This is an optimization exercise on Yosys and OpenROAD, whose aim is a short achievable clock period and few clock cycles per item, not a production implementation. Only simulation tests tie the RTL to the original design; equivalence was not proved.

==> flow/design.v <==
module goertzel_multi #(
  parameter int NUM_BINS     = 4,
  parameter int LOG2_SAMPLES = 9,
  parameter int D_W          = 16,
  parameter int S_W          = 8,
  parameter int FRAC         = 14
) (
  input  logic                    dsp_clk,
  input  logic                    rst_n,
  input  logic                    start,
  input  logic                    coef_wr,
  input  logic [2:0]              coef_idx,
  input  logic [D_W-1:0]          coef_val,
  output logic [LOG2_SAMPLES-1:0] sample_address,
  input  logic [S_W-1:0]          sample_data_in,
  output logic                    busy,
  output logic                    mag_valid,
  input  logic                    mag_ready,
  output logic [2:0]              mag_bin,
  output logic [D_W-1:0]          mag_data,
  output logic                    frame_done
);
  localparam int NB  = 4;
  localparam int ND  = 8;            
  localparam int XREG = 1;           
  localparam int FIRST = 2 + XREG;   
  localparam int CNT_POST = FIRST + 512;   
  localparam int CNT_LOAD = FIRST + 514;   
  localparam logic [17:0] W_K = 18'(-4 * 21845);
  localparam logic [33:0] P_K = 34'(-(64'd21845 << 16) - (64'd21845 << 18));
  logic                    busy_q;
  logic [9:0]              cnt_q;
  logic [LOG2_SAMPLES-1:0] addr_q;
  logic                    clr_q;      
  logic                    clr2_q;
  logic                    xz_q;       
  logic                    mvalid_q;
  logic [2:0]              bin_q;
  logic                    done_q;
  logic [D_W-1:0]          mag_q [NB];
  logic [D_W-1:0]          coef_q [NB];
  logic [ND-1:0]           one_q  [NB];
  logic [ND-1:0]           two_q  [NB];
  logic [ND-1:0]           neg_q  [NB];
  logic                    accept;
  logic                    last_out;
  assign accept   = mvalid_q && mag_ready;
  assign last_out = (bin_q == 3'(NB - 1));
  function automatic logic [3*ND-1:0] booth_recode(input logic [15:0] c);
    logic b0, b1, b2;
    for (int i = 0; i < ND; i++) begin
      b0 = (i == 0) ? 1'b0 : c[2*i-1];
      b1 = c[2*i];
      b2 = c[2*i+1];
      booth_recode[i]      = b1 ^ b0;                              
      booth_recode[ND+i]   = (b2 & ~b1 & ~b0) | (~b2 & b1 & b0);   
      booth_recode[2*ND+i] = b2 & ~(b1 & b0);                      
    end
  endfunction
  function automatic logic [63:0] csa(input logic [31:0] a, input logic [31:0] b,
                                      input logic [31:0] c);
    csa = {((a & b) | (a & c) | (b & c)) << 1, a ^ b ^ c};
  endfunction
  function automatic logic [67:0] csa34(input logic [33:0] a, input logic [33:0] b,
                                        input logic [33:0] c);
    csa34 = {((a & b) | (a & c) | (b & c)) << 1, a ^ b ^ c};
  endfunction
  always_ff @(posedge dsp_clk) begin
    if (!rst_n) begin
      busy_q   <= 1'b0;
      cnt_q    <= '0;
      addr_q   <= '0;
      mvalid_q <= 1'b0;
      bin_q    <= '0;
      done_q   <= 1'b0;
      for (int b = 0; b < NB; b++) begin
        coef_q[b] <= '0;
        one_q[b]  <= '0;
        two_q[b]  <= '0;
        neg_q[b]  <= '0;
      end
    end else begin
      done_q <= 1'b0;
      if (!busy_q) begin
        if (coef_wr && !coef_idx[2]) begin
          for (int b = 0; b < NB; b++) begin
            if (coef_idx[1:0] == 2'(b)) begin
              coef_q[b] <= coef_val;
              {neg_q[b], two_q[b], one_q[b]} <= booth_recode(coef_val);
            end
          end
        end
        if (start) begin
          busy_q <= 1'b1;
          cnt_q  <= 10'd1;
          addr_q <= 9'd1;
        end
      end else begin
        if (cnt_q != 10'(CNT_LOAD + 1)) cnt_q <= cnt_q + 1'b1;
        addr_q <= addr_q + 1'b1;
        if (cnt_q == 10'(CNT_LOAD)) begin
          mvalid_q <= 1'b1;
          bin_q    <= '0;
        end
        if (accept) begin
          if (last_out) begin
            mvalid_q <= 1'b0;
            busy_q   <= 1'b0;
            done_q   <= 1'b1;
            cnt_q    <= '0;
            addr_q   <= '0;
            bin_q    <= '0;
          end else begin
            bin_q <= bin_q + 1'b1;
          end
        end
      end
    end
  end
  always_ff @(posedge dsp_clk) begin
    clr2_q <= !rst_n || !busy_q || (accept && last_out);
    clr_q  <= (XREG == 0) ? (!rst_n || !busy_q || (accept && last_out))
                          : (!rst_n || clr2_q || (busy_q && cnt_q == 10'd1));
    xz_q   <= busy_q && (cnt_q == 10'(CNT_POST - 2));
  end
  logic signed [S_W-1:0] x_in, x_q;
  always_ff @(posedge dsp_clk) x_q <= $signed(sample_data_in);
  assign x_in = (XREG != 0) ? x_q : $signed(sample_data_in);
  logic [33:0] p_val [NB];
  for (genvar b = 0; b < NB; b++) begin : g_bin
    logic [15:0]        s1_q;         
    logic               ov_q;         
    logic               sg_q;         
    logic signed [15:0] s1s;          
    logic signed [15:0] s2_q;         
    logic [17:0]        w_q;          
    logic signed [17:0] u_q;          
    logic [31:0]        dp_q, dn_q;   
    assign s1s = ov_q ? {sg_q, {15{~sg_q}}} : s1_q;
    logic [16:0] row [ND];
    logic signed [16:0] s1x;
    assign s1x = 17'($signed(s1_q));
    for (genvar i = 0; i < ND; i++) begin : g_row
      logic [16:0] m, e;
      assign m = ({17{one_q[b][i]}} & s1x) | ({17{two_q[b][i]}} & {s1x[15:0], 1'b0});
      assign e = m ^ {17{neg_q[b][i]}};
      assign row[i] = {~e[16], e[15:0]};
    end
    logic [13:0] nlo;
    for (genvar i = 0; i < 7; i++) begin : g_nlo
      assign nlo[2*i]   = neg_q[b][i];
      assign nlo[2*i+1] = 1'b0;
    end
    logic [31:0] r [9];
    for (genvar i = 0; i < ND; i++) begin : g_r
      assign r[i] = 32'({15'd0, row[i]}) << (2 * i);
    end
    assign r[8] = {w_q, nlo};
    logic [31:0] l1 [6];
    logic [31:0] l2 [4];
    logic [31:0] l3 [3];
    logic [31:0] l4 [2];
    assign {l1[1], l1[0]} = csa(r[0], r[1], r[2]);
    assign {l1[3], l1[2]} = csa(r[3], r[4], r[5]);
    assign {l1[5], l1[4]} = csa(r[6], r[7], r[8]);
    assign {l2[1], l2[0]} = csa(l1[0], l1[1], l1[2]);
    assign {l2[3], l2[2]} = csa(l1[3], l1[4], l1[5]);
    assign {l3[1], l3[0]} = csa(l2[0], l2[1], l2[2]);
    assign l3[2] = l2[3];
    assign {l4[1], l4[0]} = csa(l3[0], l3[1], l3[2]);
    logic [31:0] tot;
    assign tot = l4[0] + l4[1];
    logic [31:0] zoff, cx, altp, altn;
    assign zoff = {18'(neg_q[b][7]) + W_K, nlo};
    assign cx   = 32'($signed(coef_q[b]));
    assign altp = {w_q, nlo} + dp_q;
    assign altn = {w_q, nlo} + dn_q;
    logic [17:0] y;
    logic        ovt, ovp, ovn, ovf;
    assign ovt = (tot[31] != tot[30]) || (tot[30] != tot[29]);
    assign ovp = (altp[31] != altp[30]) || (altp[30] != altp[29]);
    assign ovn = (altn[31] != altn[30]) || (altn[30] != altn[29]);
    assign y   = !ov_q ? tot[31:14] : sg_q ? altn[31:14] : altp[31:14];
    assign ovf = !ov_q ? ovt : sg_q ? ovn : ovp;
    logic [15:0]        s1c_q;        
    logic [ND-1:0]      aone_q, atwo_q, aneg_q;    
    logic [ND-1:0]      bone_q, btwo_q, bneg_q;    
    always_ff @(posedge dsp_clk) begin
      s1_q  <= clr_q ? 16'd0 : y[15:0];
      ov_q  <= clr_q ? 1'b0 : ovf;
      sg_q  <= y[17];
      s2_q  <= s1s;
      w_q   <= 18'(xz_q ? 8'sd0 : x_in) - 18'(s1s) + 18'(neg_q[b][7]) + W_K;
      u_q   <= $signed(y);
      dp_q  <= (cx << 15) - cx - zoff;
      dn_q  <= 32'd0 - (cx << 15) - zoff;
      s1c_q <= s1s;
      {aneg_q, atwo_q, aone_q} <= booth_recode(s1s);
      {bneg_q, btwo_q, bone_q} <= booth_recode(s2_q);
    end
    logic [33:0] q [18];
    logic signed [16:0] ax;
    logic signed [18:0] ux;
    assign ax = 17'($signed(s1c_q));
    assign ux = 19'(u_q);
    for (genvar i = 0; i < ND; i++) begin : g_prow
      logic [16:0] ma, ea;
      logic [18:0] mb, eb;
      logic        nb;
      assign ma = ({17{aone_q[i]}} & ax) | ({17{atwo_q[i]}} & {ax[15:0], 1'b0});
      assign ea = ma ^ {17{aneg_q[i]}};
      assign nb = ~bneg_q[i];
      assign mb = ({19{bone_q[i]}} & ux) | ({19{btwo_q[i]}} & {ux[17:0], 1'b0});
      assign eb = mb ^ {19{nb}};
      assign q[i]      = 34'({~ea[16], ea[15:0]}) << (2 * i);
      assign q[ND + i] = 34'({~eb[18], eb[17:0]}) << (2 * i);
      assign q[16][2*i]   = aneg_q[i];
      assign q[16][2*i+1] = 1'b0;
      assign q[17][2*i]   = nb;
      assign q[17][2*i+1] = 1'b0;
    end
    assign q[16][33:16] = P_K[33:16];
    assign q[17][33:16] = '0;
    logic [33:0] k1 [12];
    logic [33:0] k2 [8];
    logic [33:0] k3 [6];
    logic [33:0] k4 [4];
    logic [33:0] k5 [3];
    logic [33:0] k6 [2];
    for (genvar j = 0; j < 6; j++) begin : g_k1
      assign {k1[2*j+1], k1[2*j]} = csa34(q[3*j], q[3*j+1], q[3*j+2]);
    end
    for (genvar j = 0; j < 4; j++) begin : g_k2
      assign {k2[2*j+1], k2[2*j]} = csa34(k1[3*j], k1[3*j+1], k1[3*j+2]);
    end
    assign {k3[1], k3[0]} = csa34(k2[0], k2[1], k2[2]);
    assign {k3[3], k3[2]} = csa34(k2[3], k2[4], k2[5]);
    assign k3[4] = k2[6];
    assign k3[5] = k2[7];
    assign {k4[1], k4[0]} = csa34(k3[0], k3[1], k3[2]);
    assign {k4[3], k4[2]} = csa34(k3[3], k3[4], k3[5]);
    assign {k5[1], k5[0]} = csa34(k4[0], k4[1], k4[2]);
    assign k5[2] = k4[3];
    assign {k6[1], k6[0]} = csa34(k5[0], k5[1], k5[2]);
    logic [33:0] ps_q, pc_q;
    always_ff @(posedge dsp_clk) begin
      ps_q <= k6[0];
      pc_q <= k6[1];
    end
    assign p_val[b] = ps_q + pc_q;
  end
  function automatic logic [D_W-1:0] clamp(input logic [33:0] p);
    if (p[33]) clamp = '0;
    else if (|p[32:16]) clamp = '1;
    else clamp = p[15:0];
  endfunction
  always_ff @(posedge dsp_clk) begin
    if (busy_q && cnt_q == 10'(CNT_LOAD)) begin
      for (int b = 0; b < NB; b++) mag_q[b] <= clamp(p_val[b]);
    end else if (accept) begin
      for (int b = 0; b < NB - 1; b++) mag_q[b] <= mag_q[b+1];
    end
  end
  assign sample_address = addr_q;
  assign busy           = busy_q;
  assign mag_valid      = mvalid_q;
  assign mag_bin        = bin_q;
  assign mag_data       = mag_q[0];
  assign frame_done     = done_q;
endmodule
export LEC_CHECK = 0
export CAP_MARGIN = 20
export CORE_MARGIN = 2
export CORE_UTILIZATION = 40
export SLEW_MARGIN = 20
create_clock -name core_clock -period 13.0 [get_ports {dsp_clk}]
standard.sh (not shown) runs the stock make flow with config.mk's settings and CLKGATE_MAP_FILE= SYNTH_SCRIPT=/design/flow/synth_recipe.tcl, a recipe that flattens the netlist after the stock synthesis.
==> flow/flow/run.sh <==
#!/bin/bash
set -euo pipefail
bash standard.sh SETUP_SLACK_MARGIN=9.5 finish > standard_flow.log 2>&1
Testbench counts at the start, summed over its fixed seeds: cycles 12,528, frames 24.
Edit:
--- a/flow/design.v
+++ b/flow/design.v
@@ -56,13 +56,13 @@
       booth_recode[ND+i]   = (b2 & ~b1 & ~b0) | (~b2 & b1 & b0);   
       booth_recode[2*ND+i] = b2 & ~(b1 & b0);                      
     end
   endfunction
   function automatic logic [63:0] csa(input logic [31:0] a, input logic [31:0] b,
                                       input logic [31:0] c);
-    csa = {((a & b) | (a & c) | (b & c)) << 1, a ^ b ^ c};
+    csa = {(((a ^ b) & c) | (~(a ^ b) & a)) << 1, a ^ b ^ c};
   endfunction
   function automatic logic [67:0] csa34(input logic [33:0] a, input logic [33:0] b,
                                         input logic [33:0] c);
     csa34 = {((a & b) | (a & c) | (b & c)) << 1, a ^ b ^ c};
   endfunction
   always_ff @(posedge dsp_clk) begin
Wire length increases by a few percent.
Worst setup slack gets better by 0.36 ns.
Synthesized area increases slightly.
Worst hold slack gets worse by 0.018 ns.
Via count increases by a few percent.
Global-route usage increases by 0.88 points.
Utilization increases by 2.0 points.
Non-clock buffer count increases by 496.
Synthesized cell count increases by a few percent.
Testbench counts after the change, summed over its fixed seeds: cycles 12,528, frames 24.

[static timing again, ports no longer ideal]
How much do the figures lean on ideal ports? The routed layouts below were timed once more, with nothing changed but the port constraints.
Step 1 assumes that a clkbuf_16 drives the clock port and a buf_2 every other input.
Step 2, shift: input delay + t, output delay - t, t = (earliest + latest rising clock arrival at the registers) / 2. This alone moves slack from input paths to output paths.
Slacks: ideal / step 1 / step 2; pairs: ideal / step 1.
run	shift t [ns]	slack for setup (ns)	hold WS [ns]	clock arrival spread, ns	pins driven straight from the clock port
the first run	0.940	7.403 / 7.403 / 7.403	0.441 / 0.441 / 0.441	0.072 / 0.071	1
the second run	0.978	7.763 / 7.763 / 7.763	0.423 / 0.423 / 0.423	0.114 / 0.114	1
After both steps setup and hold are still met in every run listed.
